What follows belongs to an exercise in optimizing a design on an open flow for small area; a production flow would make more cautious choices.
RTL that was checked went through simulation tests only; none was proved equivalent to the original.
No activity file was given, so power comes from the tool's default toggle rates. The clock port is modelled as an ideal driver; clocking choices that lean on that would not hold on a real chip.

old:
## i281_trace_buffer
module i281_trace_buffer #(
   parameter int DEPTH     = 64,
   parameter int NUM_REGS  = 4,
   parameter int REG_W     = 8,
   parameter int INSTR_W   = 5,
   parameter int STATE_W   = 5,
   parameter int FLAG_W    = 4,
   parameter int CYC_W     = 16,
   parameter int POST_TRIG = 8
) (
   input  logic                      clock,
   input  logic                      reset_n,
   input  logic                      capture_en,
   input  logic [INSTR_W-1:0]        instr,
   input  logic [STATE_W-1:0]        state,
   input  logic [NUM_REGS*REG_W-1:0] regs,
   input  logic [FLAG_W-1:0]         flags,
   input  logic                      arm,
   input  logic                      trig_en,
   input  logic [INSTR_W-1:0]        trig_instr,
   input  logic [STATE_W-1:0]        trig_state,
   output logic                      busy,
   output logic                      done,
   output logic                      wrapped,
   input  logic                      rd_start,
   input  logic                      rd_ready,
   output logic                      rd_valid,
   output logic [CYC_W+INSTR_W+STATE_W+NUM_REGS*REG_W+FLAG_W-1:0] rd_data,
   output logic                      rd_last
);
Size: about 6,200 cells after synthesis.
==> flow/config.mk <==
export PLATFORM = sky130hd
export DESIGN_NAME = i281_trace_buffer
export DESIGN_NICKNAME = i281_trace_buffer
export VERILOG_FILES = /design/flow/design.v
export SDC_FILE = /design/flow/constraint.sdc
export NUM_CORES = 4
export LEC_CHECK = 0
export CAP_MARGIN = 20
export CORE_MARGIN = 2
export CORE_UTILIZATION = 72
export PLACE_DENSITY = 0.8
export SLEW_MARGIN = 20
==> flow/constraint.sdc <==
create_clock -name core_clock -period 6.0 [get_ports {clock}]
set_input_delay 1.2000 -clock core_clock [delete_from_list [all_inputs] [get_ports {clock}]]
set_output_delay 1.2000 -clock core_clock [all_outputs]
set_load 0.01 [all_outputs]
standard.sh (not shown) runs the stock make flow with config.mk's settings and CLKGATE_MAP_FILE= SYNTH_SCRIPT=/design/flow/synth_recipe.tcl, a recipe that flattens the netlist after the stock synthesis.
==> flow/flow/run.sh <==
#!/bin/bash
set -euo pipefail
CTS_ARGS="-sink_clustering_enable -repair_clock_nets -dont_use_dummy_load -sink_clustering_size 20 -sink_clustering_max_diameter 55 -buf_list sky130_fd_sc_hd__clkbuf_8 -sink_clustering_buffer sky130_fd_sc_hd__clkbuf_8 -tree_buf sky130_fd_sc_hd__clkbuf_8 -root_buf sky130_fd_sc_hd__clkbuf_8"
bash standard.sh finish \
  "CTS_ARGS=${CTS_ARGS}" \
  "BUFFER_PORTS_ARGS=-buffer_cell sky130_fd_sc_hd__buf_1" \
  > flow_make.log 2>&1
test -f out/final.def
old closes out successfully: all stages finished, all timing, DRC and antenna checks passed.
diff inputs: old => new
==> flow/flow/run.sh <==
#!/bin/bash
set -euo pipefail
CTS_ARGS="-sink_clustering_enable -repair_clock_nets -dont_use_dummy_load -sink_clustering_size 18 -sink_clustering_max_diameter 70 -buf_list sky130_fd_sc_hd__clkbuf_8 -sink_clustering_buffer sky130_fd_sc_hd__clkbuf_8 -tree_buf sky130_fd_sc_hd__clkbuf_4 -root_buf sky130_fd_sc_hd__clkbuf_8"
bash standard.sh finish \
  "CTS_ARGS=${CTS_ARGS}" \
  "BUFFER_PORTS_ARGS=-buffer_cell sky130_fd_sc_hd__buf_1" \
  > flow_make.log 2>&1
test -f out/final.def
[summary]
Compared with old, new shows a higher latest clock arrival within the worst-skew pair.
new ended up with a higher clock group share of total power than old did.
When the final numbers for old and new were put side by side, the number of ordinary and repair buffers in the finished layout turned out to be greater in new.
The final reports for new and old show clock distribution area overhead in the final layout higher in the former.
When new is set beside old, its worst hold slack turns out to be 0.027 ns smaller.
new vs old: wire length the detailed router placed on met1 up
Changes observed in new relative to old: sequential cell count roughly the same; delay contributed by the slowest stage of the critical path lower.

========
The RTL this note starts from:
==> flow/design.v <==
module i281_trace_buffer #(
   parameter int DEPTH     = 64,
   parameter int NUM_REGS  = 4,
   parameter int REG_W     = 8,
   parameter int INSTR_W   = 5,
   parameter int STATE_W   = 5,
   parameter int FLAG_W    = 4,
   parameter int CYC_W     = 16,
   parameter int POST_TRIG = 8
) (
   input  logic                      clock,
   input  logic                      reset_n,
   input  logic                      capture_en,
   input  logic [INSTR_W-1:0]        instr,
   input  logic [STATE_W-1:0]        state,
   input  logic [NUM_REGS*REG_W-1:0] regs,
   input  logic [FLAG_W-1:0]         flags,
   input  logic                      arm,
   input  logic                      trig_en,
   input  logic [INSTR_W-1:0]        trig_instr,
   input  logic [STATE_W-1:0]        trig_state,
   output logic                      busy,
   output logic                      done,
   output logic                      wrapped,
   input  logic                      rd_start,
   input  logic                      rd_ready,
   output logic                      rd_valid,
   output logic [CYC_W+INSTR_W+STATE_W+NUM_REGS*REG_W+FLAG_W-1:0] rd_data,
   output logic                      rd_last
);
   localparam int AW       = $clog2(DEPTH);
   localparam int FW       = AW + 1;
   localparam int PW       = (POST_TRIG > 1) ? $clog2(POST_TRIG) : 1;
   localparam int SNAP_W   = INSTR_W + STATE_W + NUM_REGS*REG_W + FLAG_W;
   localparam int ENTRY_W  = CYC_W + SNAP_W;
   localparam int INS_STEP = 4;                       
   localparam int SW       = $clog2(INS_STEP);
   localparam int NINS     = DEPTH / INS_STEP;        
   localparam int RD_POS   = 1;                       
   typedef enum logic [2:0] {
      ST_IDLE,
      ST_ARMED,
      ST_POST,
      ST_DONE,
      ST_RSETUP,
      ST_READOUT
   } state_e;
   state_e             state_q, state_d;
   logic [FW-1:0]      fill_q, fill_d;        
   logic [PW-1:0]      post_cnt_q, post_cnt_d;
   logic               wrapped_q, wrapped_d;
   logic [CYC_W-1:0]   cyc_q, cyc_d;
   logic [AW-1:0]      off_q, off_d;          
   logic [INS_STEP-1:1] pend_q, pend_d;       
   logic               rd_valid_q, rd_valid_d;
   logic               rd_last_q, rd_last_d;
   logic [ENTRY_W-1:0] rd_data_q;
   logic [ENTRY_W-1:0] ring_q [DEPTH];
   logic [ENTRY_W-1:0] dly_q  [1:INS_STEP-1];    
   logic               capturing, reading, full, wr_en, trig_hit;
   logic [ENTRY_W-1:0] entry, ins_data;
   logic [SW-1:0]      src;
   logic               have, due, fetch;
   assign capturing = (state_q == ST_ARMED) || (state_q == ST_POST);
   assign reading   = (state_q == ST_READOUT);
   assign full      = fill_q[FW-1];
   assign wr_en     = capturing && capture_en && !arm;
   assign trig_hit  = (state_q == ST_ARMED) && capture_en && trig_en &&
                      (instr == trig_instr) && (state == trig_state);
   assign entry     = {cyc_q, instr, state, regs, flags};
   always_comb begin
      src  = '0;
      have = wr_en;
      for (int k = 1; k < INS_STEP; k++) begin
         if (pend_q[k]) begin
            src  = SW'(k);
            have = 1'b1;
         end
      end
   end
   assign due      = have && (off_q[SW-1:0] == '0);
   assign ins_data = (src == '0) ? entry : dly_q[src];
   assign fetch = reading && (off_q == AW'(RD_POS + 1)) &&
                  (!rd_valid_q || (rd_ready && !rd_last_q));
   always_comb begin
      state_d    = state_q;
      fill_d     = fill_q;
      post_cnt_d = post_cnt_q;
      wrapped_d  = wrapped_q;
      cyc_d      = cyc_q;
      off_d      = (due || fetch) ? off_q : off_q + AW'(1);
      rd_valid_d = rd_valid_q;
      rd_last_d  = rd_last_q;
      for (int k = 1; k < INS_STEP; k++) begin
         pend_d[k] = ((k == 1) ? wr_en : pend_q[k-1]) && !(due && (src == SW'(k - 1)));
      end
      if (arm) begin
         state_d    = ST_ARMED;
         fill_d     = '0;
         post_cnt_d = '0;
         wrapped_d  = 1'b0;
         cyc_d      = '0;
         pend_d     = '0;
         rd_valid_d = 1'b0;
         rd_last_d  = 1'b0;
      end else begin
         unique case (state_q)
            ST_IDLE: begin
            end
            ST_ARMED, ST_POST: begin
               cyc_d = cyc_q + CYC_W'(1);
               if (capture_en) begin
                  if (full) wrapped_d = 1'b1;
                  else      fill_d    = fill_q + FW'(1);
               end
               if (trig_hit) begin
                  post_cnt_d = '0;
                  state_d    = ST_POST;
               end else if ((state_q == ST_POST) && capture_en) begin
                  post_cnt_d = post_cnt_q + PW'(1);
                  if (post_cnt_q == PW'(POST_TRIG - 1)) state_d = ST_DONE;
               end
            end
            ST_DONE: begin
               if (rd_start) state_d = ST_RSETUP;
            end
            ST_RSETUP: begin
               if (pend_q == '0) begin
                  state_d = ST_READOUT;
                  off_d   = off_q + AW'(1) + fill_q[AW-1:0];
               end
            end
            ST_READOUT: begin
               if (fetch) begin
                  rd_valid_d = 1'b1;
                  rd_last_d  = (fill_q == FW'(1));
                  fill_d     = fill_q - FW'(1);
               end else if (rd_valid_q && rd_ready) begin
                  rd_valid_d = 1'b0;
                  if (rd_last_q) begin
                     rd_last_d = 1'b0;
                     state_d   = ST_IDLE;
                  end
               end
            end
            default: begin
               state_d = ST_IDLE;
            end
         endcase
      end
   end
   always_ff @(posedge clock or negedge reset_n) begin
      if (!reset_n) begin
         state_q    <= ST_IDLE;
         wrapped_q  <= 1'b0;
         off_q      <= '0;
         pend_q     <= '0;
         rd_valid_q <= 1'b0;
         rd_last_q  <= 1'b0;
      end else begin
         state_q    <= state_d;
         wrapped_q  <= wrapped_d;
         off_q      <= off_d;
         pend_q     <= pend_d;
         rd_valid_q <= rd_valid_d;
         rd_last_q  <= rd_last_d;
      end
   end
   always_ff @(posedge clock) begin
      fill_q     <= fill_d;
      post_cnt_q <= post_cnt_d;
      cyc_q      <= cyc_d;
   end
   logic [NINS-1:0]    pm_q, pm_d;
   logic [NINS-1:0]    ins_sel, ins_selb;
   always_comb begin
      for (int j = 0; j < NINS; j++) begin
         pm_d[j]     = (off_d == AW'(j * INS_STEP));
         ins_sel[j]  = have && pm_q[j];
         ins_selb[j] = !have || (off_q != AW'(j * INS_STEP));
      end
   end
   always_ff @(posedge clock) begin
      pm_q <= pm_d;
   end
   always_ff @(posedge clock) begin
      for (int p = 0; p < DEPTH; p++) begin
         if (p % INS_STEP != 0) begin
            ring_q[p] <= ring_q[p-1];
         end else begin
            ring_q[p] <= ~((ring_q[(p + DEPTH - 1) % DEPTH] | {ENTRY_W{ins_sel[p / INS_STEP]}}) &
                           ({ENTRY_W{ins_selb[p / INS_STEP]}} |
                            (((p / INS_STEP) % 2 == 1) ? ins_data : ~ins_data)));
         end
      end
      for (int k = 1; k < INS_STEP; k++) begin
         dly_q[k] <= (k == 1) ? entry : dly_q[k-1];
      end
      if (fetch) rd_data_q <= ring_q[RD_POS];
   end
   assign busy     = capturing;
   assign done     = (state_q == ST_DONE);
   assign wrapped  = wrapped_q;
   assign rd_valid = rd_valid_q;
   assign rd_data  = rd_data_q;
   assign rd_last  = rd_last_q;
endmodule
clock: 6.0 ns
lec_check: 0
cap_margin: 20
core_margin: 2
core_utilization: 60
place_density: 0.7
slew_margin: 20
==> flow/flow/run.sh <==
#!/bin/bash
set -euo pipefail
CTS_ARGS="-sink_clustering_enable -repair_clock_nets -dont_use_dummy_load -sink_clustering_size 34 -sink_clustering_max_diameter 60 -buf_list sky130_fd_sc_hd__clkbuf_16"
bash standard.sh finish \
  "CTS_ARGS=${CTS_ARGS}" \
  "BUFFER_PORTS_ARGS=-buffer_cell sky130_fd_sc_hd__buf_1" \
  > flow_make.log 2>&1
test -f out/final.def
Next try:
==> flow/flow/run.sh (replaced) <==
#!/bin/bash
set -euo pipefail
CTS_ARGS="-sink_clustering_enable -repair_clock_nets -dont_use_dummy_load -sink_clustering_size 18 -sink_clustering_max_diameter 70 -buf_list sky130_fd_sc_hd__clkbuf_8"
bash standard.sh finish \
  "CTS_ARGS=${CTS_ARGS}" \
  "BUFFER_PORTS_ARGS=-buffer_cell sky130_fd_sc_hd__buf_1" \
  > flow_make.log 2>&1
test -f out/final.def
CORE_UTILIZATION = 72   (was 60)
PLACE_DENSITY = 0.8   (was 0.7)
Outcome: The changed run finished with timing, DRC and antenna clean. Maximum frequency rose by 0.63%. Final cell count drops by about 3%. Non-clock buffer count went down by 4. Clock power is about the same. Worst setup slack improves by 0.028 ns. First-iteration DRC count is higher by 11%.
Function was not checked in any run of this note: the RTL went through the layout flow alone.

port drivers added, routing unchanged:
No port has a modelled driver above. Below, the same layouts with a new extraction and two added sets of constraints.
Step 1 (the two cells are an assumption about what drives the block):
set clk [get_ports {clock}]
set_driving_cell -lib_cell sky130_fd_sc_hd__clkbuf_16 $clk
set_driving_cell -lib_cell sky130_fd_sc_hd__buf_2 [delete_from_list [all_inputs] $clk]
Step 2 moves the port delays by t, midway between the first and last clock arrival at a register: inputs arrive t later, outputs are due t later. That takes back most of the time a late clock gives input paths.
Three values: no drivers, after step 1, after step 2; two values: the first two.
run	shift t [ns]	setup WS [ns]	hold slack, ns	worst setup path after step 2	worst slew at a driven data input, ns
old	1.023	1.788 / 1.788 / 1.087	0.274 / 0.274 / 0.274	input to register	0.23
new	1.089	1.697 / 1.697 / 1.093	0.247 / 0.221 / 0.247	input to register	0.22
the first run of note 2	0.864	1.474 / 1.474 / 1.315	0.269 / 0.269 / 0.269	input to register	0.18
the second run of note 2	1.092	1.502 / 1.502 / 1.378	0.294 / 0.237 / 0.298	input to register	0.19
After both steps every run listed still meets setup and hold. The setup slack of old, which loses most, moves by 0.000 ns with the drivers and by -0.701 ns with both steps.
